Source: an optimization exercise on an open RTL-to-GDS flow (aim: small area). Production flows keep margins and buffers that such runs may drop.
Function was checked by simulation only, so behaviour that the tests miss may differ from the original.
No activity file was given, so power comes from the tool's default toggle rates. No driver is modelled on the clock port, so clocking that relies on it looks cheaper here than on a real chip.

--- design/flow/design.v ---
module vector_chunk_streamer #(
    parameter int element_width = 32,
    parameter int no_of_units   = 8,
    parameter int max_chunks    = 8
) (
    input  logic                                 clk,
    input  logic                                 reset,
    input  logic                                 wr_en,
    input  logic                                 wr_sel,
    input  logic [$clog2(max_chunks)-1:0]        wr_addr,
    input  logic [element_width*no_of_units-1:0] wr_data,
    input  logic                                 start,
    input  logic [31:0]                          total,
    output logic [element_width*no_of_units-1:0] first_row_plus_additional,
    output logic [element_width*no_of_units-1:0] vector2,
    output logic                                 outsider_read_now,
    input  logic                                 I_am_ready,
    input  logic                                 finish,
    input  logic [element_width-1:0]             dot_product_output,
    output logic [element_width-1:0]             result,
    output logic                                 result_valid,
    output logic                                 busy,
    output logic                                 err
);
    localparam int CW = element_width * no_of_units;
    localparam int EW = element_width;
    typedef enum logic [2:0] {IDLE, WAIT_READY, STREAM, WAIT_FINISH, DONE} state_t;
    state_t          r_state;
    logic [CW-1:0]   r_row_buf [8];
    logic [CW-1:0]   r_vec_buf [8];
    logic [3:0]      r_k;
    logic [6:0]      r_tot;       
    logic [EW-1:0]   r_result;
    logic            r_err;
    logic            w_total_ok, w_start_ok, w_idle, w_stream, w_last;
    logic [7:0]      w_csel, w_ev;
    logic [15:0]     w_we;
    assign w_idle     = r_state == IDLE;
    assign w_stream   = r_state == STREAM;
    assign w_total_ok = total[31:7] == '0 && (total[6] ? total[5:0] == '0 : total[5:0] != '0);
    assign w_start_ok = w_idle && start && w_total_ok;
    assign w_last     = r_k == {1'b0, r_tot[6:3]} + 4'd1;
    always_ff @(posedge clk) begin
        if (reset) begin
            r_state <= IDLE;
            r_k     <= '0;
        end else begin
            case (r_state)
                IDLE:        if (w_start_ok) r_state <= WAIT_READY;
                WAIT_READY:  if (I_am_ready) r_state <= STREAM;
                STREAM:      if (I_am_ready) begin
                                 r_state <= w_last ? WAIT_FINISH : STREAM;
                                 r_k     <= w_last ? 4'd0 : r_k + 4'd1;
                             end
                WAIT_FINISH: if (finish) r_state <= DONE;
                default:     r_state <= IDLE;
            endcase
        end
    end
    always_ff @(posedge clk) begin
        if (w_start_ok)
            r_tot <= total[6:0];
    end
    always_ff @(posedge clk) begin
        if (reset)
            r_err <= 1'b0;
        else
            r_err <= w_idle && start && !w_total_ok;
    end
    always_ff @(posedge clk) begin
        if (reset)
            r_result <= '0;
        else if (r_state == WAIT_FINISH && finish)
            r_result <= dot_product_output;
    end
    always_comb begin
        for (int a = 0; a < 8; a++) begin
            w_we[a]     = wr_en && w_idle && !wr_sel && wr_addr == 3'(a);
            w_we[8 + a] = wr_en && w_idle &&  wr_sel && wr_addr == 3'(a);
        end
    end
    always_ff @(posedge clk) begin
        for (int a = 0; a < 8; a++) begin
            if (w_we[a])     r_row_buf[a] <= wr_data;
            if (w_we[8 + a]) r_vec_buf[a] <= wr_data;
        end
    end
    always_comb begin
        for (int a = 0; a < 8; a++)
            w_csel[a] = w_stream && r_k == 4'(a);
        for (int j = 0; j < 8; j++)
            w_ev[j] = r_k < {1'b0, r_tot[6:3]} || (r_k == {1'b0, r_tot[6:3]} && 3'(j) < r_tot[2:0]);
    end
    always_comb begin
        first_row_plus_additional = '0;
        vector2                   = '0;
        for (int j = 0; j < 8; j++)
            for (int a = 0; a < 8; a++) begin
                first_row_plus_additional[j*EW +: EW] = first_row_plus_additional[j*EW +: EW] |
                    ({EW{w_csel[a] & w_ev[j]}} & r_row_buf[a][j*EW +: EW]);
                vector2[j*EW +: EW] = vector2[j*EW +: EW] |
                    ({EW{w_csel[a] & w_ev[j]}} & r_vec_buf[a][j*EW +: EW]);
            end
    end
    assign outsider_read_now = w_stream && I_am_ready;
    assign result            = r_result;
    assign result_valid      = r_state == DONE;
    assign busy              = !w_idle;
    assign err               = r_err;
endmodule
--- design/flow/run.sh ---
#!/bin/bash
# synth_recipe.tcl (not shown) runs the flow's synth.tcl, then flattens the netlist and writes it again
# the make line also repeats each setting of config.mk as NAME=value (left out here)
make -C /OpenROAD-flow-scripts/flow DESIGN_CONFIG=/design/flow/config.mk WORK_HOME=/design/flow/orfs CLKGATE_MAP_FILE= SYNTH_SCRIPT=/design/flow/synth_recipe.tcl finish
--- design/flow/config.mk ---
export PLATFORM = sky130hd
export DESIGN_NAME = vector_chunk_streamer
export DESIGN_NICKNAME = vector_chunk_streamer
export VERILOG_FILES = /design/flow/design.v
export SDC_FILE = /design/flow/constraint.sdc
export NUM_CORES = 4
export LEC_CHECK = 0
export CAP_MARGIN = 20
export CORE_MARGIN = 2
export CORE_UTILIZATION = 60
export SLEW_MARGIN = 20
--- design/flow/constraint.sdc ---
create_clock -name core_clock -period 5.0 [get_ports {clk}]
set_input_delay 1.0000 -clock core_clock [delete_from_list [all_inputs] [get_ports {clk}]]
set_output_delay 1.0000 -clock core_clock [all_outputs]
set_load 0.01 [all_outputs]
==> results.txt, run 1 <==
Initial DRC Count=11.8k; worst skew pair latency=1010 ps; worst hold slack=454 ps; DRT Wirelength=453000 um; clk sinks=4143; vias in the first global route=83.5k; pin count of the biggest net entering global routing=98; Post-Syn Area=148000 um2; CP Launch Type=flip-flop; Commonest cells post-synth=edfxtp_1 (4103), a22oi_1 (1001), a31oi_1 (514); Worst-path clk slew=60 ps; # setup viols final=0; Max-cap violations=0; Die ar.=250000 um2; worst path required time=4000 ps; H-Tree Depth=5; crit path kind=flip-flop to output pin; routability cong.=0.831; count leader, synth=edfxtp_1; ys async rst share=0%; RSZ-0062 raised after global routing=yes; fin crit period=4990 ps; first-pass GRT wire length=631000 um; Max IR drop VDD=0.338 mV; Avg WL per Cell=36.2 um; Simple-Gate Fraction of Synth Area=0.706%; NumNets Final=9257; Buffers on Ports=877; ranking of synthesized cells by area=edfxtp_1 (83%), a22oi_1 (5.1%), a221oi_1 (2.9%); Gate power share=1.9%; Tcrit/Tclk final=99.8%; Primary FF master, synth=edfxtp_1; switching part of the total=19.6%; post-synthesis mux area share=0.00677%; total number of vias=87.2k; Die W=500 um; Arrival @ worst endpoint=3990 ps; Post-Synth XOR/XNOR Area=0.0237%; GRT Util Overall=35.5%; Sw Pwr=13.6 mW; crit-path max FO=8; Hold WC Path Type=flip-flop to flip-flop; Synth area leader=edfxtp_1; Mapped Cells=7551; syn_nets=7890; Synth cell types=50; placed cell area=164000 um2; Slew headroom=34.9%; setup ws final=10.7 ps; power per cell area=384 nW/um2; Max Clock Freq=0.200 GHz; Seq pwr share=55.8%; actual slew at the worst max-slew pin=977 ps; Rows=182; final instance area=181000 um2; Seq/Total Area, Yosys=83.9%; P_leak=58.5 nW; Synth Warn #=3; CTS tree=built; largest family of logic cells by synthesized area=compound AO/OA/AOI/OAI gates; post-DP HPWL=229000 um; CTS root buffer=clkbuf_16; drt drc=0; status=timing/DRC/antenna clean; Synth Area in Compound Gates=13.6%; syn avg cell area=19.6 um2; clock power share=42.3%; area growth from synthesis to layout=22.4%; Final Hold Vio Count=0; clk_skew=37.4 ps; Starting Density=60.2%; I/O pins=878; core area=245000 um2; post-synthesis register bit count=4143; post-synth top area share=83.4%; EDFF count, synth=4103; post-route ant nets=0; adder-cell area share of the yosys netlist=0.0762%; Die Ht=500 um; DRT Pass-1 Iters=7; Place WS=349 ps; GRT overflow=0; layout cells sized above 1=15.1%; Pint=55.8 mW; initial antenna violation count=76; vias per cell=6.98; CTS Buf Count=415; Clock Tree Buf Depth=4; Final Slew Violations=0; CTS Hold Bufs=0; CP endpoint kind=output pin
[kinds of logic (layout without fill, tap and decap cells)]
| family | Yosys count | in the layout |
|---|---|---|
| flip-flops | 4143 | 4143 |
| buffers and inverters | 546 | 2220 |
| XOR/XNOR | 4 | 4 |
| AO/OA/AOI/OAI | 2617 | 2619 |
| adder cells (fa/ha/maj) | 9 | 9 |
| other | 0 | 55 |
| AND/OR/NAND/NOR | 231 | 231 |
| multiplexers | 1 | 1 |
[registers in the layout, summed over array words and instances (netlist names)]
register	cells
r_k	4
r_result	32
r_tot	7
r_state	3
r_vec_buf	2048
r_row_buf	2048
r_err	1
[what timing repair did]
item	CTS	global route
buffers inserted	94	39
setup endpoints to repair	507	162
resized for setup	700	192
cloned	58	7
pin swaps	135	34
[critical path, cell delays in order, from the launching register on]
cell and delay (ps):
dfxtp_4 380, or4b_4 520, buf_12 170, nor3b_4 250, buf_12 150, buf_16 170
buf_12 170, buf_4 130, clkbuf_16 150, buf_4 110, a22o_1 120, a221oi_1 50
a31oi_2 380, buf_2 220
[layer usage]
layer	vias to the layer above	global-route usage, %	routed length [um]
met5	-	0	333
li1	35500	-	-
met4	50	12.1	15800
met2	5456	54.5	211000
met1	45600	50.5	173000
met3	698	8.77	52500
[per-stage QoR]
step                util (%)  total power, mW  cells  setup TNS (ps)
floorplan                  -             39.8   7551        -5193310
global placement        66.7             40.7  11500               0
detailed placement      66.7             40.8  11500               0
CTS                     73.4             69.6  12400           -1020
global route            73.7             71.1  12500            -154
finish                  73.7             69.4  12500               0
[cell usage in the layout (no fill, tap or decap), types with 7 or more instances in the layout]
master | netlist | layout
bufbuf_16 | 0 | 34
clkinvlp_4 | 0 | 7
nand2_1 | 140 | 137
buf_8 | 0 | 9
a221oi_1 | 496 | 492
buf_16 | 0 | 72
clkinv_2 | 0 | 58
o21ai_0 | 17 | 17
dlymetal6s2s_1 | 0 | 74
clkdlybuf4s50_1 | 0 | 391
a21oi_1 | 65 | 61
dlygate4sd2_1 | 0 | 340
bufinv_16 | 0 | 28
inv_1 | 11 | 11
clkbuf_1 | 252 | 99
buf_12 | 0 | 159
clkbuf_16 | 0 | 427
a22o_1 | 471 | 471
clkdlybuf4s15_1 | 0 | 8
buf_6 | 0 | 32
dfxtp_1 | 40 | 37
a222oi_1 | 40 | 40
buf_4 | 22 | 323
nor4_1 | 7 | 7
diode_2 | 0 | 55
nor2_1 | 23 | 7
clkinv_1 | 0 | 96
a31oi_2 | 0 | 127
nand3_1 | 25 | 25
edfxtp_1 | 4103 | 4103
nor2_4 | 0 | 15
clkbuf_2 | 0 | 29
a31oi_1 | 514 | 381
a22oi_1 | 1001 | 1000
[worst paths after layout]
kind | slack [ps] | cells after the start | start | endpoint
max | 10 | 13 | r_k[3]$_SDFFE_PP0P_ | vector2[37]
max reg2reg | 1820 | 8 | r_state[2]$_SDFFE_PP0P_ | r_row_buf[0][162]$_DFFE_PP_
min | 450 | 2 | r_result[28]$_SDFFE_PP0P_ | r_result[28]$_SDFFE_PP0P_
min reg2reg | 450 | 2 | r_result[28]$_SDFFE_PP0P_ | r_result[28]$_SDFFE_PP0P_
[power by group through the flow]
| stage | clock network [mW] | logic [mW] | registers [mW] |
|---|---|---|---|
| 2_1_floorplan | 0 | 0.247 | 39.5 |
| 6_report | 29.4 | 1.33 | 38.8 |
| 4_1_cts | 29.5 | 1.32 | 38.8 |
| 3_5_place_dp | 0 | 1.29 | 39.5 |
| 5_1_grt | 30.9 | 1.39 | 38.8 |
| 3_3_place_gp | 0 | 1.25 | 39.5 |
[layout make-up]
cell class,instances,area (um2)
Inverter,12,45.0
Fill cell,14600,64600
Sequential cell,4143,124000
Timing Repair Buffer,1482,17400
Tap cell,3220,4030
Antenna cell,55,138
Multi-Input combinational cell,2864,22600
Clock inverter,202,1700
Clock buffer,524,11000
==> run 2, diff against run 1 <==
--- a/design/flow/design.v
+++ b/design/flow/design.v
@@ -27,6 +27,6 @@
     typedef enum logic [2:0] {IDLE, WAIT_READY, STREAM, WAIT_FINISH, DONE} state_t;
-    state_t          r_state;
+    state_t          r_state, w_next;
     logic [CW-1:0]   r_row_buf [8];
     logic [CW-1:0]   r_vec_buf [8];
-    logic [3:0]      r_k;
+    logic [3:0]      r_k, w_k_next;
     logic [6:0]      r_tot;       
@@ -35,3 +35,3 @@
     logic            w_total_ok, w_start_ok, w_idle, w_stream, w_last;
-    logic [7:0]      w_csel, w_ev;
+    logic [7:0]      r_csel, r_ev;    
     logic [15:0]     w_we;
@@ -42,2 +42,20 @@
     assign w_last     = r_k == {1'b0, r_tot[6:3]} + 4'd1;
+    always_comb begin
+        w_next   = r_state;
+        w_k_next = r_k;
+        case (r_state)
+            IDLE:        if (w_start_ok) w_next = WAIT_READY;
+            WAIT_READY:  if (I_am_ready) w_next = STREAM;
+            STREAM:      if (I_am_ready) begin
+                             if (w_last) begin
+                                 w_next   = WAIT_FINISH;
+                                 w_k_next = 4'd0;
+                             end else begin
+                                 w_k_next = r_k + 4'd1;
+                             end
+                         end
+            WAIT_FINISH: if (finish) w_next = DONE;
+            default:     w_next = IDLE;
+        endcase
+    end
     always_ff @(posedge clk) begin
@@ -47,12 +65,4 @@
         end else begin
-            case (r_state)
-                IDLE:        if (w_start_ok) r_state <= WAIT_READY;
-                WAIT_READY:  if (I_am_ready) r_state <= STREAM;
-                STREAM:      if (I_am_ready) begin
-                                 r_state <= w_last ? WAIT_FINISH : STREAM;
-                                 r_k     <= w_last ? 4'd0 : r_k + 4'd1;
-                             end
-                WAIT_FINISH: if (finish) r_state <= DONE;
-                default:     r_state <= IDLE;
-            endcase
+            r_state <= w_next;
+            r_k     <= w_k_next;
         end
@@ -87,7 +97,8 @@
     end
-    always_comb begin
+    always_ff @(posedge clk) begin
         for (int a = 0; a < 8; a++)
-            w_csel[a] = w_stream && r_k == 4'(a);
+            r_csel[a] <= !reset && w_next == STREAM && w_k_next == 4'(a);
         for (int j = 0; j < 8; j++)
-            w_ev[j] = r_k < {1'b0, r_tot[6:3]} || (r_k == {1'b0, r_tot[6:3]} && 3'(j) < r_tot[2:0]);
+            r_ev[j] <= w_k_next < {1'b0, r_tot[6:3]} ||
+                       (w_k_next == {1'b0, r_tot[6:3]} && 3'(j) < r_tot[2:0]);
     end
@@ -99,5 +110,5 @@
                 first_row_plus_additional[j*EW +: EW] = first_row_plus_additional[j*EW +: EW] |
-                    ({EW{w_csel[a] & w_ev[j]}} & r_row_buf[a][j*EW +: EW]);
+                    ({EW{r_csel[a] & r_ev[j]}} & r_row_buf[a][j*EW +: EW]);
                 vector2[j*EW +: EW] = vector2[j*EW +: EW] |
-                    ({EW{w_csel[a] & w_ev[j]}} & r_vec_buf[a][j*EW +: EW]);
+                    ({EW{r_csel[a] & r_ev[j]}} & r_vec_buf[a][j*EW +: EW]);
             end
--- a/design/flow/config.mk
+++ b/design/flow/config.mk
@@ -10,2 +10,5 @@
 export CORE_UTILIZATION = 60
+export CTS_BUF_LIST = sky130_fd_sc_hd__clkbuf_16
+export CTS_CLUSTER_DIAMETER = 100
+export CTS_CLUSTER_SIZE = 28
 export SLEW_MARGIN = 20
==> run 2 against run 1 <==
Net effect:
- still clean
- global-route usage down 1.7 points
- hold slack better by 3.4 ps
- clock skew up 2.9 ps
- final area decreased by 6.6%
- via count decreased by 2.7%
- first-iteration DRC count up 0.26%
- critical endpoint is now vector2[23]
- highest routed layer unchanged
==> results.txt, run 2 <==
Commonest cells post-synth=edfxtp_1 (4103), a22oi_1 (1076), a22o_1 (972); # setup viols final=0 (unchanged); post-DP HPWL=245000 um (+6.9%); Final Hold Vio Count=0 (unchanged); Slew headroom=24.2% (-11 points); CP endpoint kind=output pin; Post-Syn Area=150000 um2 (+1.3%); Avg WL per Cell=35.6 um (-1.7%); Sum Neg Setup Slack=0 ps (unchanged); syn_nets=8380 (+6.2%); first-pass GRT wire length=605000 um (-4.0%); status=timing/DRC/antenna clean; count leader, synth=edfxtp_1; Starting Density=60.3% (+0.074 points); vias in the first global route=80.7k (-3.4%); Synth cell types=48 (-4.0%); Synth area leader=edfxtp_1; NumNets Final=9176 (-0.88%); clock power share=28.9% (-13 points); CTS root buffer=clkbuf_16; H-Tree Depth=4 (-1); Die W=504 um (+0.66%); actual slew at the worst max-slew pin=1140 ps (+161 ps); clk sinks=4159 (+0.39%); GRT overflow=0 (unchanged); worst path required time=4000 ps (about the same); Crit-path slowest cell=dfxtp_4; Die ar.=254000 um2 (+1.3%); post-route ant nets=0 (unchanged); DRT Wirelength=436000 um (-3.6%); pin count of the biggest net entering global routing=97 (-1.0%); Top Registers=r_row_buf x2048, r_vec_buf x2048, r_result x32; sequence of cells on the critical path=buf_4, buf_4, a22oi_1, a41oi_1, clkdlybuf4s50_1; Tcrit/Tclk final=95.4% (-4.4 points); P_leak=52.7 nW (-9.9%); Hold WC Path Type=flip-flop to flip-flop; Pint=45.2 mW (-19%); vias per cell=6.92 (-0.76%); CP top delay family=buffers and inverters; fin crit period=4770 ps (-218 ps); core area=248000 um2 (+1.2%); crit path kind=flip-flop to output pin; Die Ht=504 um (+0.66%); DRT Pass-1 Iters=6 (-1); Place WS=1080 ps (+733 ps); CTS tree=built; routability cong.=0.818 (-1.5%); Crit path depth=5 (-8); Max Clock Freq=0.210 GHz (+4.6%); Primary FF master, synth=edfxtp_1; Mapped Cells=8044 (+6.5%); Sw Pwr=10.9 mW (-20%); Buffers on Ports=877 (unchanged); ranking of synthesized cells by area=edfxtp_1 (82%), a22o_1 (5.7%), a22oi_1 (5.4%); syn avg cell area=18.6 um2 (-4.9%); cell mode on critical path=buf_4; Initial DRC Count=11.8k (+0.26%); Max IR drop VDD=0.298 mV (-12%); I/O pins=878 (unchanged); crit-path max FO=28 (+20); GRT Util Overall=33.8% (-1.7 points); CTS resizes=0 (-100%); worst skew pair latency=880 ps (-130 ps); Clock Tree Buf Depth=3 (-1); initial antenna violation count=67 (-12%); r2r setup slk=1540 ps (-280 ps); Min-Delay Path Depth=2 (unchanged); RSZ-0062 raised after global routing=no; power per cell area=332 nW/um2 (-13%); Seq pwr share=69.1% (+13 points); Rows=183 (+0.55%); area growth from synthesis to layout=12.9%; Worst-path clk slew=100 ps (+40 ps); CTS Hold Bufs=0 (unchanged); commonest non-fill, non-tap cells in the layout=edfxtp_1 (4103), a22oi_1 (1076), a22o_1 (972); post-synth top area share=82.3% (-1.1 points); CTS Buf Count=166 (-60%); postcts setup bufs=0 (-100%); commonest non-fill, non-tap cell in the layout=edfxtp_1; switching part of the total=19.4% (-0.20 points); ys async rst share=0% (unchanged); CP peak stage delay=730 ps (+210 ps); layout cells sized above 1=5.96% (-9.1 points); EDFF count, synth=4103 (unchanged); worst r2r path cells=7 (-1); Gate power share=2.0% (about the same); post-synthesis register bit count=4159 (+0.39%); total number of vias=84.9k (-2.7%); Buf/Inv on CP=3 (-5); Final Slew Violations=0 (unchanged); CP Launch Type=flip-flop; Seq/Total Area, Yosys=83.0% (-0.89 points); clk_skew=40.4 ps (+2.94 ps); Arrival @ worst endpoint=3770 ps (-220 ps); drt drc=0 (unchanged); Max-cap violations=0 (unchanged); setup ws final=229 ps (+218 ps); Synth Warn #=3 (unchanged)
==> run 2: final timing paths <==
kind                            start                          to
max reg2reg     r_state[1]$_SDFF_PP0_  r_vec_buf[4][60]$_DFFE_PP_
min reg2reg  r_result[7]$_SDFFE_PP0P_    r_result[7]$_SDFFE_PP0P_
max                 r_csel[2]$_DFF_P_                 vector2[23]
min          r_result[7]$_SDFFE_PP0P_    r_result[7]$_SDFFE_PP0P_
==> run 2: final cells by class <==
type,count,area [um2]
diodes,35,87.6
clock buffers,172,4300
clock inverters,48,260
fillers,16300,79400
inverters,12,45.0
multi-input cells,3338,23500
flip-flops and latches,4159,124000
well taps,3330,4170
repair buffers,1163,12300
==> run 2: power by group through the flow <==
stage | Clock [mW] | Sequential (mW) | Combinational [mW]
finish | 16.2 | 38.8 | 1.14
global route | 17.5 | 38.8 | 1.20
CTS | 16.4 | 38.8 | 1.13
detailed placement | 0 | 39.6 | 1.13
global placement | 0 | 39.6 | 1.09
floorplan | 0 | 39.6 | 0.163
==> run 2: through the flow <==
| stage | hold slack, ps | power (mW) | util, % | instances | cell area (um2) |
|---|---|---|---|---|---|
| CTS | 460 | 56.3 | 68.0 | 12200 | 169000 |
| detailed placement | 446 | 40.7 | 66.1 | 12000 | 164000 |
| floorplan | 472 | 39.8 | - | 8044 | 150000 |
| global placement | 441 | 40.6 | 66.1 | 12000 | 164000 |
| finish | 458 | 56.1 | 68.0 | 12300 | 169000 |
| global route | 476 | 57.5 | 68.0 | 12200 | 169000 |
==> run 2: per-layer routing <==
layer / vias up / global-route usage (%) / wire length, um
met5: - / 0 / 288
met4: 46 / 12.1 / 16300
met3: 617 / 6.31 / 44600
met2: 4909 / 52.7 / 206000
met1: 44500 / 48.5 / 169000
li1: 34800 / - / -
==> run 2: logic make-up after synthesis <==
family / Yosys count / synth area share (%)
XOR/XNOR: 6 / 0.0351
multiplexers: 2 / 0.0134
AND/OR/NAND/NOR: 703 / 2.36
buffers and inverters: 547 / 1.40
AO/OA/AOI/OAI: 2621 / 13.1
adder cells (fa/ha/maj): 6 / 0.0501
flip-flops: 4159 / 83.0
==> run 2: worst min-delay path, stage by stage, from the launching register on <==
cell and delay, ps:
dfxtp_1 320, nand2_1 50, a21oi_1 50
==> run 3, diff against run 2 <==
==> design/flow/flow/run.sh (new file) <==
#!/bin/bash
# Own layout flow: the standard synthesis unchanged, then the standard ORFS steps with
# two changes: ports are buffered with buf_1 cells, and CTS uses no dummy loads and a
# clkbuf_16 root buffer. Each step's full output goes to a log file in this folder.
set -euo pipefail
bash standard.sh synth > synth.log 2>&1
export BUFFER_PORTS_ARGS="-buffer_cell sky130_fd_sc_hd__buf_1"
export CTS_ARGS="-sink_clustering_enable -repair_clock_nets -dont_use_dummy_load -sink_clustering_size 28 -sink_clustering_max_diameter 100 -root_buf sky130_fd_sc_hd__clkbuf_16 -buf_list {sky130_fd_sc_hd__clkbuf_16}"
bash standard.sh finish > layout.log 2>&1
==> design/flow/standard.sh (new file) <==
#!/bin/bash
# synth_recipe.tcl (not shown) runs the flow's synth.tcl, then flattens the netlist and writes it again
# the make line also repeats each setting of config.mk as NAME=value (left out here)
make -C /OpenROAD-flow-scripts/flow DESIGN_CONFIG=/design/flow/config.mk WORK_HOME=/design/flow/orfs CLKGATE_MAP_FILE= SYNTH_SCRIPT=/design/flow/synth_recipe.tcl "${@:-finish}"
removed: design/flow/run.sh
==> run 3 against run 2 <==
Net effect:
- still clean on timing, DRC and antenna
- synthesized area unchanged
- maximum frequency is 3.5% higher
- wire length decreased by 0.51%
- utilization fell by 2.4 points
==> results.txt, run 3 <==
Hold WC Path Type=primary input to flip-flop; Crit-path slowest cell=dfxtp_4; CP peak stage delay=990 ps (+260 ps); # setup viols final=0 (unchanged); worst skew pair latency=890 ps (about the same); commonest non-fill, non-tap cell in the layout=edfxtp_1; CP startpoint=r_csel[5]$_DFF_P_; EDFF count, synth=4103 (unchanged); GRT overflow=0 (unchanged); Buf/Inv on CP=2 (-1); layout cells sized above 1=5.70% (-0.26 points); Post-Syn Area=150000 um2 (unchanged); Max IR drop VDD=0.385 mV (+29%); Commonest cells post-synth=edfxtp_1 (4103), a22oi_1 (1076), a22o_1 (972); count leader, synth=edfxtp_1; syn_nets=8380 (unchanged); RSZ-0062 raised after global routing=no; Min-Delay Path Depth=3 (+1); Clock Tree Buf Depth=3 (unchanged); DRT Pass-1 Iters=8 (+2); Primary FF master, synth=edfxtp_1; I/O pins=878 (unchanged); pin count of the biggest net entering global routing=91 (-6.2%); Synth area leader=edfxtp_1; sequence of cells on the critical path=buf_4, a22oi_1, a41oi_1, buf_1; Mapped Cells=8044 (unchanged); P_leak=50.2 nW (-4.8%); GRT Util Overall=33.6% (-0.19 points); Buffers on Ports=877 (unchanged); post-route ant nets=0 (unchanged); Sw Pwr=10.7 mW (-1.7%); Max Clock Freq=0.217 GHz (+3.5%); Final Slew Violations=0 (unchanged); NumNets Final=9159 (-0.19%); Die Ht=504 um (unchanged); clk sinks=4159 (unchanged); CTS resizes=0 (unchanged); Crit path depth=4 (-1); Seq pwr share=69.8% (+0.7 points); Max-cap violations=0 (unchanged); vias in the first global route=80.2k (-0.60%); CTS Buf Count=166 (unchanged); power per cell area=341 nW/um2 (+2.5%); postcts setup bufs=0 (unchanged); actual slew at the worst max-slew pin=1180 ps (+37.7 ps); CTS root buffer=clkbuf_16; Final Hold Vio Count=0 (unchanged); Sum Neg Setup Slack=0 ps (unchanged); clock power share=28.4% (-0.5 points); Avg WL per Cell=35.6 um (about the same); DRT Wirelength=434000 um (-0.51%); crit-path max FO=37 (+32%); syn avg cell area=18.6 um2 (unchanged); Die W=504 um (unchanged); Arrival @ worst endpoint=3610 ps (-160 ps); Synth Warn #=3 (unchanged); Tcrit/Tclk final=92.2% (-3.2 points); Top Registers=r_row_buf x2048, r_vec_buf x2048, r_result x32; core area=248000 um2 (unchanged); drt drc=0 (unchanged); Synth cell types=48 (unchanged); Initial DRC Count=11.4k (-2.9%); Worst Min Path Start=dot_product_output[4]; switching part of the total=19.3% (-0.11 points); worst path required time=4000 ps (about the same); Gate power share=1.7% (-0.3 points); status=timing/DRC/antenna clean; area growth from synthesis to layout=8.82%; initial antenna violation count=82 (+22%); post-synthesis register bit count=4159 (unchanged); post-synth top area share=82.3% (unchanged); Slew headroom=21.7% (-2.5 points); worst r2r path cells=5 (-2); final instance area=163000 um2 (-3.6%); clk_skew=44.6 ps (+4.24 ps); routability cong.=0.828 (+1.1%); CP top delay family=flip-flops; placed cell area=159000 um2 (-3.5%); ranking of synthesized cells by area=edfxtp_1 (82%), a22o_1 (5.7%), a22oi_1 (5.4%); Starting Density=60.3% (unchanged); total number of vias=84.2k (-0.76%); CTS tree=built; Worst-path clk slew=100 ps (about the same); crit path kind=flip-flop to output pin; CTS Hold Bufs=0 (unchanged); H-Tree Depth=4 (unchanged); CP endpoint kind=output pin; first-pass GRT wire length=601000 um (-0.65%); commonest non-fill, non-tap cells in the layout=edfxtp_1 (4103), a22oi_1 (1076), a22o_1 (972); Die ar.=254000 um2 (unchanged); vias per cell=6.90 (-0.32%); ys async rst share=0% (unchanged); fin crit period=4610 ps (-161 ps); Rows=183 (unchanged); Pint=44.8 mW (-1.0%); Seq/Total Area, Yosys=83.0% (unchanged); CP Launch Type=flip-flop; post-DP HPWL=242000 um (-1.2%); RR Startpoint=r_state[1]$_SDFF_PP0_
## run 3: cell counts after synthesis
No cell type changed its count.
## run 3: final timing paths
check	slack [ps]	endpoint
setup reg to reg	1630	r_vec_buf[2][127]$_DFFE_PP_
setup / recovery	390	vector2[80]
hold reg to reg	460	r_result[18]$_SDFFE_PP0P_
hold / removal	320	r_result[4]$_SDFFE_PP0P_
## run 3: final cells by class
type | count | area (um2)
clock buffer | 166 | 4150
multi-input combinational | 3338 | 23500
fill | 17000 | 85500
inverter | 12 | 45.0
antenna | 52 | 130
timing repair buffer | 1146 | 6580
sequential | 4159 | 124000
tap | 3330 | 4170
## run 3: layer usage
metal,vias to the layer above,global-route usage (%),part of all wire (%)
met3,626,6.39,10
met4,54,11.9,3.6
met5,-,0,0.075
li1,34800,-,-
met2,4525,52.6,47
met1,44300,47.9,39
## run 3: worst min-delay path: cells and delay by family
family / cells / cell delay, ps
buffers and inverters: 1 / 70
AND/OR/NAND/NOR: 1 / 50
AO/OA/AOI/OAI: 1 / 50
## run 3: power groups by stage
| stage | logic (mW) | registers (mW) | clock network (mW) |
|---|---|---|---|
| after floorplan | 0.163 | 39.6 | 0 |
| after global placement | 0.907 | 39.5 | 0 |
| after detailed placement | 0.948 | 39.6 | 0 |
| after CTS | 0.948 | 38.8 | 15.9 |
| after global routing | 1.02 | 38.8 | 17.0 |
| final | 0.958 | 38.8 | 15.8 |
## run 3: logic make-up after synthesis
kind of cell | count (synthesis) | share of synthesized area, %
AO/OA/AOI/OAI | 2621 | 13.1
XOR/XNOR | 6 | 0.0351
multiplexers | 2 | 0.0134
AND/OR/NAND/NOR | 703 | 2.36
adder cells (fa/ha/maj) | 6 | 0.0501
flip-flops | 4159 | 83.0
buffers and inverters | 547 | 1.40
## run 3: through the flow
stage,util (%),hold slack (ps),power (mW),instances,setup slack [ps]
2_1_floorplan,-,472,39.8,8044,-3010
5_1_grt,65.6,276,56.9,12200,317
6_report,65.6,316,55.5,12200,390
3_3_place_gp,63.8,440,40.5,12000,1350
3_5_place_dp,63.8,446,40.5,12000,1320
4_1_cts,65.5,261,55.6,12200,383
==> run 4, diff against run 3 <==
==> design/flow/flow/run.sh (replaced) <==
#!/bin/bash
# Own layout flow:
#  1. the standard synthesis, unchanged;
#  2. its combinational logic re-mapped by ABC for area (flow/remap.tcl); every register
#     cell keeps its instance name and cell type;
#  3. the standard ORFS steps from floorplan on, with ports buffered by buf_1 cells and a
#     CTS without dummy loads, with a clkbuf_16 root and clkbuf_16 leaf clusters.
# Each tool's full output goes to a log file in this folder.
set -euo pipefail
bash standard.sh synth > synth.log 2>&1

R=orfs/results/${FLOW_PLATFORM}/vector_chunk_streamer/base
YOSYS=$(command -v yosys || echo "$FLOW_HOME/../tools/install/yosys/bin/yosys")
cp "$R/1_2_yosys.v" "$R/1_2_yosys_standard.v"
REMAP_LIB="$FLOW_HOME/platforms/$FLOW_PLATFORM/lib/sky130_fd_sc_hd__tt_025C_1v80.lib" \
REMAP_IN="$R/1_2_yosys_standard.v" REMAP_OUT="$R/1_2_yosys_remap.v" REMAP_TOP="$FLOW_TOP" \
    "$YOSYS" -c flow/remap.tcl > remap.log 2>&1
# Keep the standard netlist's timestamp order: 1_2_yosys.v newer than its inputs, and the
# odb built again from it.
cp "$R/1_2_yosys_remap.v" "$R/1_2_yosys.v"
rm -f "$R/1_synth.odb" "$R/1_synth.sdc"

export BUFFER_PORTS_ARGS="-buffer_cell sky130_fd_sc_hd__buf_1"
export CTS_ARGS="-sink_clustering_enable -repair_clock_nets -dont_use_dummy_load -sink_clustering_size 28 -sink_clustering_max_diameter 100 -root_buf sky130_fd_sc_hd__clkbuf_16 -buf_list {sky130_fd_sc_hd__clkbuf_16}"
bash standard.sh finish > layout.log 2>&1
==> design/flow/flow/remap.tcl (new file) <==
# Re-map the combinational logic of the standard synthesis's netlist for area; every
# register cell instance (name and type) is kept as it is.
set lib $::env(REMAP_LIB)
yosys read_liberty -ignore_miss_func $lib
yosys read_verilog $::env(REMAP_IN)
yosys hierarchy -top $::env(REMAP_TOP)
yosys setattr -mod -set keep_hierarchy 1 {sky130_fd_sc_hd__*df*} {sky130_fd_sc_hd__*dl*} {sky130_fd_sc_hd__conb_*}
yosys flatten
yosys opt_clean -purge
yosys abc -liberty $lib -dont_use *probe* -dont_use *lpflow* -dont_use *clkdly* -dont_use *dlygate* -dont_use *dlymetal*
yosys splitnets
yosys opt_clean -purge
yosys hilomap -singleton -hicell sky130_fd_sc_hd__conb_1 HI -locell sky130_fd_sc_hd__conb_1 LO
yosys insbuf -buf sky130_fd_sc_hd__buf_1 A X
yosys opt_clean -purge
yosys select $::env(REMAP_TOP)
yosys write_verilog -noattr -nohex -nodec -selected $::env(REMAP_OUT)
--- a/design/flow/config.mk
+++ b/design/flow/config.mk
@@ -8,4 +8,6 @@
 export CAP_MARGIN = 20
+export CELL_PAD_IN_SITES_DETAIL_PLACEMENT = 1
+export CELL_PAD_IN_SITES_GLOBAL_PLACEMENT = 1
 export CORE_MARGIN = 2
-export CORE_UTILIZATION = 60
+export CORE_UTILIZATION = 55
 export CTS_BUF_LIST = sky130_fd_sc_hd__clkbuf_16
==> run 4 against run 3 <==
Net effect:
- register-to-register slack better by 150 ps
- maximum frequency up 2.5%
- sequential cell count unchanged
==> results.txt, run 4 <==
CP endpoint kind=output pin; syn_nets=6945 (-17%); Max Clock Freq=0.222 GHz (+2.5%); worst skew pair latency=870 ps (-20 ps); CP startpoint=r_csel[4]$_DFF_P_; DRT Pass-1 Iters=10 (+2); total number of vias=82.1k (-2.5%); final instance area=159000 um2 (-2.2%); GRT Util Overall=33.6% (-0.047 points); commonest non-fill, non-tap cell in the layout=edfxtp_1; initial antenna violation count=89 (+8.5%); drt drc=0 (unchanged); Worst-path clk slew=100 ps (about the same); RSZ-0062 raised after global routing=no; Hold WC Path Type=primary input to flip-flop; Total Power=55.6 mW (+0.13%); Clock Tree Buf Depth=3 (unchanged); Mapped Cells=6615 (-18%); CTS root buffer=clkbuf_16; routability cong.=0.797 (-3.8%); CTS Hold Bufs=0 (unchanged); Buffers on Ports=877 (unchanged); Tcrit/Tclk final=90.0% (-2.2 points); CTS resizes=0 (unchanged); pin count of the biggest net entering global routing=121 (+33%); first-pass GRT wire length=633000 um (+5.3%); clk_skew=48.0 ps (+3.42 ps); post-route ant nets=0 (unchanged); placed cell area=155000 um2 (-2.2%); Die Ht=515 um (+2.2%); RR Startpoint=r_tot[3]$_DFFE_PP_; CP peak stage delay=920 ps (-70 ps); Post-Syn Area=143000 um2 (-4.1%); CP Launch Type=flip-flop; Layout Cells excl Fill=11.4k (-6.7%); DRT Wirelength=450000 um (+3.6%); crit-path max FO=48 (+30%); syn avg cell area=21.7 um2 (+17%); vias per cell=7.21 (+4.5%); Final Slew Violations=0 (unchanged); # setup viols final=0 (unchanged); Max IR drop VDD=0.428 mV (+11%); actual slew at the worst max-slew pin=1070 ps (-100 ps); Top Registers=r_row_buf x2048, r_vec_buf x2048, r_result x32; Starting Density=55.3% (-5.0 points); Crit-path slowest cell=dfxtp_4; sequence of cells on the critical path=buf_12, a22o_1, a221oi_1, a31oi_1, buf_1; core area=259000 um2 (+4.4%); Worst Min Path Start=dot_product_output[1]; CTS Buf Count=166 (unchanged); layout cells sized above 1=6.36% (+0.65 points); CTS tree=built; crit path kind=flip-flop to output pin; Die W=515 um (+2.2%); Avg WL per Cell=39.5 um (+11%); Synth Warn #=3 (unchanged); postcts setup bufs=0 (unchanged); NumNets Final=8261 (-9.8%); Die ar.=265000 um2 (+4.5%); GRT overflow=0 (unchanged); Arrival @ worst endpoint=3500 ps (-110 ps); commonest non-fill, non-tap cells in the layout=edfxtp_1 (4103), a222oi_1 (908), buf_1 (877); fin crit period=4500 ps (-111 ps); Max-cap violations=0 (unchanged); Final Hold Vio Count=0 (unchanged); status=timing/DRC/antenna clean; Slew headroom=28.3% (+6.7 points); vias in the first global route=82.5k (+2.9%); worst path required time=4000 ps (about the same); P_leak=46.0 nW (-8.4%); dpl cells=11.2k (-6.8%); Rows=187 (+2.2%); H-Tree Depth=4 (unchanged); I/O pins=878 (unchanged); Initial DRC Count=14.2k (+24%); post-DP HPWL=256000 um (+5.9%); power per cell area=349 nW/um2 (+2.3%); FILL cells=21.7k (+28%); clk sinks=4159 (unchanged); area growth from synthesis to layout=11.1%
## run 4: worst paths after layout
kind	slack [ps]	end	cells after the start
hold reg to reg	470	r_result[20]$_SDFFE_PP0P_	2
setup reg to reg	1780	r_csel[7]$_DFF_P_	7
setup / recovery	500	first_row_plus_additional[197]	5
hold / removal	340	r_result[1]$_SDFFE_PP0P_	3
## run 4: report_power, final
| part | total [mW] | switching, mW | internal [mW] |
|---|---|---|---|
| logic | 0.965 | 0.854 | 0.111 |
| clock network | 15.8 | 9.84 | 5.99 |
| registers | 38.8 | 0.0986 | 38.7 |
## run 4: metal layers
| metal | GRT usage [%] | part of all wire [%] | up-vias |
|---|---|---|---|
| li1 | - | - | 32900 |
| met1 | 47.6 | 39 | 44000 |
| met2 | 53.7 | 48 | 4627 |
| met3 | 6.43 | 10 | 546 |
| met4 | 9.31 | 2.9 | 58 |
| met5 | 0 | 0.084 | - |
## run 4: through the flow
stage	setup WS (ps)	hold slack [ps]	setup TNS, ps	utilization, %
5_1_grt	452	318	0	61.4
3_5_place_dp	1090	461	0	59.8
6_report	500	342	0	61.4
2_1_floorplan	-3080	445	-6004920	-
4_1_cts	514	283	0	61.4
3_3_place_gp	1160	455	0	59.8
## run 4: layout make-up
class / instances / area [um2] / share of cell area (%)
multi-input combinational: 2411 / 19100 / 12.0
antenna: 49 / 123 / 0.0769
clock buffer: 166 / 4150 / 2.61
inverter: 13 / 62.6 / 0.0392
sequential: 4159 / 124000 / 78.0
timing repair buffer: 1180 / 7290 / 4.58
tap: 3402 / 4260 / 2.67
## run 4: worst max-delay path: cells and delay by family (launching register included)
kind,cells,cell delay (ps)
compound gates,3,1060
buf+inv,2,640
flops,1,920
==> run 5, diff against run 4 <==
--- a/design/flow/config.mk
+++ b/design/flow/config.mk
@@ -8,6 +8,4 @@
 export CAP_MARGIN = 20
-export CELL_PAD_IN_SITES_DETAIL_PLACEMENT = 1
-export CELL_PAD_IN_SITES_GLOBAL_PLACEMENT = 1
 export CORE_MARGIN = 2
-export CORE_UTILIZATION = 55
+export CORE_UTILIZATION = 45
 export CTS_BUF_LIST = sky130_fd_sc_hd__clkbuf_16
==> run 5 against run 4 <==
Net effect:
- via count is 1.3% lower
- synthesized cell count stayed put
- non-clock buffer count is 12 lower
- final area is 0.52% higher
- critical path type unchanged
- critical endpoint is now vector2[237]
- largest cell class unchanged
==> results.txt, run 5 <==
area growth from synthesis to layout=11.7%; CTS Hold Bufs=0 (unchanged); register area=124000 um2 (unchanged); layout cells sized above 1=6.30% (-0.059 points); P_leak=46.0 nW (about the same); DRT Pass-1 Iters=10 (unchanged); Clock Tree Buf Depth=4 (+1); # setup viols final=0 (unchanged); Min-Delay Path Depth=3 (unchanged); CP endpoint kind=output pin; Max IR drop VDD=0.299 mV (-30%); H-Tree Depth=4 (unchanged); post-DP HPWL=235000 um (-8.4%); GRT Util Overall=25.3% (-8.2 points); syn_nets=6945 (unchanged); Gate power share=1.7% (about the same); Sum Neg Setup Slack=0 ps (unchanged); Arrival @ worst endpoint=3590 ps (+90 ps); first-pass GRT wire length=592000 um (-6.4%); fin crit period=4590 ps (+93.8 ps); Synth Warn #=3 (unchanged); power per cell area=348 nW/um2 (about the same); worst skew pair latency=890 ps (+20 ps); Seq pwr share=69.4% (-0.4 points); I/O pins=878 (unchanged); Tcrit/Tclk final=91.9% (+1.9 points); CTS Buf Count=173 (+4.2%); Buffers on Ports=877 (unchanged); post-route ant nets=0 (unchanged); Final Slew Violations=0 (unchanged); CP top delay family=flip-flops; Final Hold Vio Count=0 (unchanged); Initial DRC Count=13.9k (-1.5%); RSZ-0062 raised after global routing=no; worst path required time=4000 ps (about the same); Die Ht=569 um (+10%); worst r2r path cells=5 (-2); switching part of the total=19.3% (-0.083 points); Worst Min Path Start=dot_product_output[2]; Starting Density=45.2% (-10 points); pin count of the biggest net entering global routing=97 (-20%); sequence of cells on the critical path=buf_4, buf_4, a222oi_1, a31oi_1, buf_1; Slew headroom=20.9% (-7.5 points); syn avg cell area=21.7 um2 (unchanged); clk sinks=4159 (unchanged); Rows=207 (+11%); Crit-path slowest cell=dfxtp_4; commonest non-fill, non-tap cell in the layout=edfxtp_1; worst hold slack=267 ps (-74.8 ps); r2r setup slk=1510 ps (-270 ps); hold worst-path end=r_result[2]$_SDFFE_PP0P_; Hold WC Path Type=primary input to flip-flop; GRT overflow=0 (unchanged); DRT Wirelength=423000 um (-5.9%); CTS resizes=0 (unchanged); commonest non-fill, non-tap cells in the layout=edfxtp_1 (4103), a222oi_1 (908), buf_1 (877); CP Launch Type=flip-flop; vias in the first global route=77.4k (-6.3%); dpl cells=11.9k (+6.9%); NumNets Final=8256 (-0.061%); CTS root buffer=clkbuf_16; Post-Syn Area=143000 um2 (unchanged); CTS tree=built; postcts setup bufs=0 (unchanged); Avg WL per Cell=34.9 um (-12%); crit-path max FO=39 (-19%); vias per cell=6.68 (-7.4%); clock power share=28.9% (+0.4 points); capture point of the worst reg-to-reg path=r_vec_buf[5][95]$_DFFE_PP_; Buf/Inv on CP=3 (+1); Top Registers=r_row_buf x2048, r_vec_buf x2048, r_result x32; Mapped Cells=6615 (unchanged); Sw Pwr=10.8 mW (about the same); status=timing/DRC/antenna clean; Worst-path clk slew=110 ps (about the same); total number of vias=81.0k (-1.3%); Die ar.=323000 um2 (+22%); CP peak stage delay=1070 ps (+150 ps); Max Clock Freq=0.218 GHz (-2.0%); RR Startpoint=r_state[1]$_SDFF_PP0_; actual slew at the worst max-slew pin=1190 ps (+112 ps); cell mode on critical path=buf_4; multi-input logic area=19100 um2 (unchanged); core area=318000 um2 (+22%); Max-cap violations=0 (unchanged); FILL cells=25.5k (+18%); fin util=50.5% (-11 points); routability cong.=0.827 (+3.9%); Pint=45.0 mW (+0.56%); Die W=569 um (+10%); Layout Cells excl Fill=12.1k (+6.7%); drt drc=0 (unchanged); clk_skew=91.2 ps (+43.2 ps); initial antenna violation count=75 (-16%); crit path kind=flip-flop to output pin
## run 5: worst max path at each step
stage | from | end | slack (ps) | depth (start not counted)
final | r_csel[6]$_DFF_P_ | vector2[237] | 410 | 5
after detailed placement | r_state[1]$_SDFF_PP0_ | r_vec_buf[3][214]$_DFFE_PP_ | 1420 | 5
after floorplan | wr_addr[1] | r_vec_buf[0][0]$_DFFE_PP_ | -3080 | 2
after global placement | I_am_ready | r_ev[4]$_DFF_P_ | 1400 | 8
after global routing | r_csel[6]$_DFF_P_ | vector2[237] | 380 | 5
after CTS | r_csel[6]$_DFF_P_ | vector2[237] | 430 | 5
## run 5: worst min-delay path, stage by stage
cell,delay [ps]
buf_1,70
nand2_1,50
nand2_1,50
## run 5: metrics by stage
stage	power, mW	setup slack, ps	cell area [um2]
2_1_floorplan	39.8	-3080	144000
3_5_place_dp	40.5	1420	156000
5_1_grt	57.2	377	160000
4_1_cts	56.1	425	160000
3_3_place_gp	40.4	1400	156000
6_report	55.8	406	160000
## run 5: power by group through the flow
stage | clock network, mW | logic, mW | registers (mW)
2_1_floorplan | 0 | 0.162 | 39.6
3_3_place_gp | 0 | 0.891 | 39.5
3_5_place_dp | 0 | 0.943 | 39.6
4_1_cts | 16.4 | 0.942 | 38.8
5_1_grt | 17.4 | 1.01 | 38.8
6_report | 16.1 | 0.944 | 38.8
## run 5: metal layers
metal	share of wire (%)	track usage, %	vias to the layer above
met5	0.082	0	-
met4	2.7	6.50	52
met3	11	4.44	505
met2	48	40.7	4849
met1	39	36.0	42800
li1	-	-	32800
## run 5: final cells by class
type / count / area share (%)
diodes: 34 / 0.0531
clock buffers: 173 / 2.70
inverters: 13 / 0.0359
multi-input cells: 2411 / 12.0
flip-flops and latches: 4159 / 77.6
well taps: 4180 / 3.26
repair buffers: 1168 / 4.38

afterwards: timing with drivers on the ports:
In the flow no input, the clock included, has a driving cell. The finished layouts below were timed again as built, in two steps. Step 1: set_driving_cell puts a clkbuf_16 on clk and a buf_2 on each other input, an assumption about the parent block. Step 2 adds t to the input delays and takes it off the output delays; t is the mean of the earliest and latest rising clock arrival at the registers after step 1. Input paths then give back, and output paths get back, about the clock's delay inside the block. Slacks: ideal / step 1 / step 2; pairs: ideal / step 1.
run	shift t [ns]	slack for setup (ns)	worst setup path after step 2	slew at the worst register clock pin (ns)	worst slew at a driven data input, ns
run 1	1.083	0.011 / -0.096 / 0.924	input to register	0.06 / 0.06	0.26
run 2	0.955	0.229 / 0.130 / 1.037	input to register	0.12 / 0.12	0.24
run 3	0.973	0.390 / 0.282 / 1.255	register to output	0.11 / 0.11	0.27
run 4	0.947	0.500 / 0.393 / 1.054	input to register	0.11 / 0.11	0.20
run 5	0.970	0.406 / 0.295 / 1.265	register to output	0.11 / 0.11	0.30
After both steps every run listed still meets setup and hold.
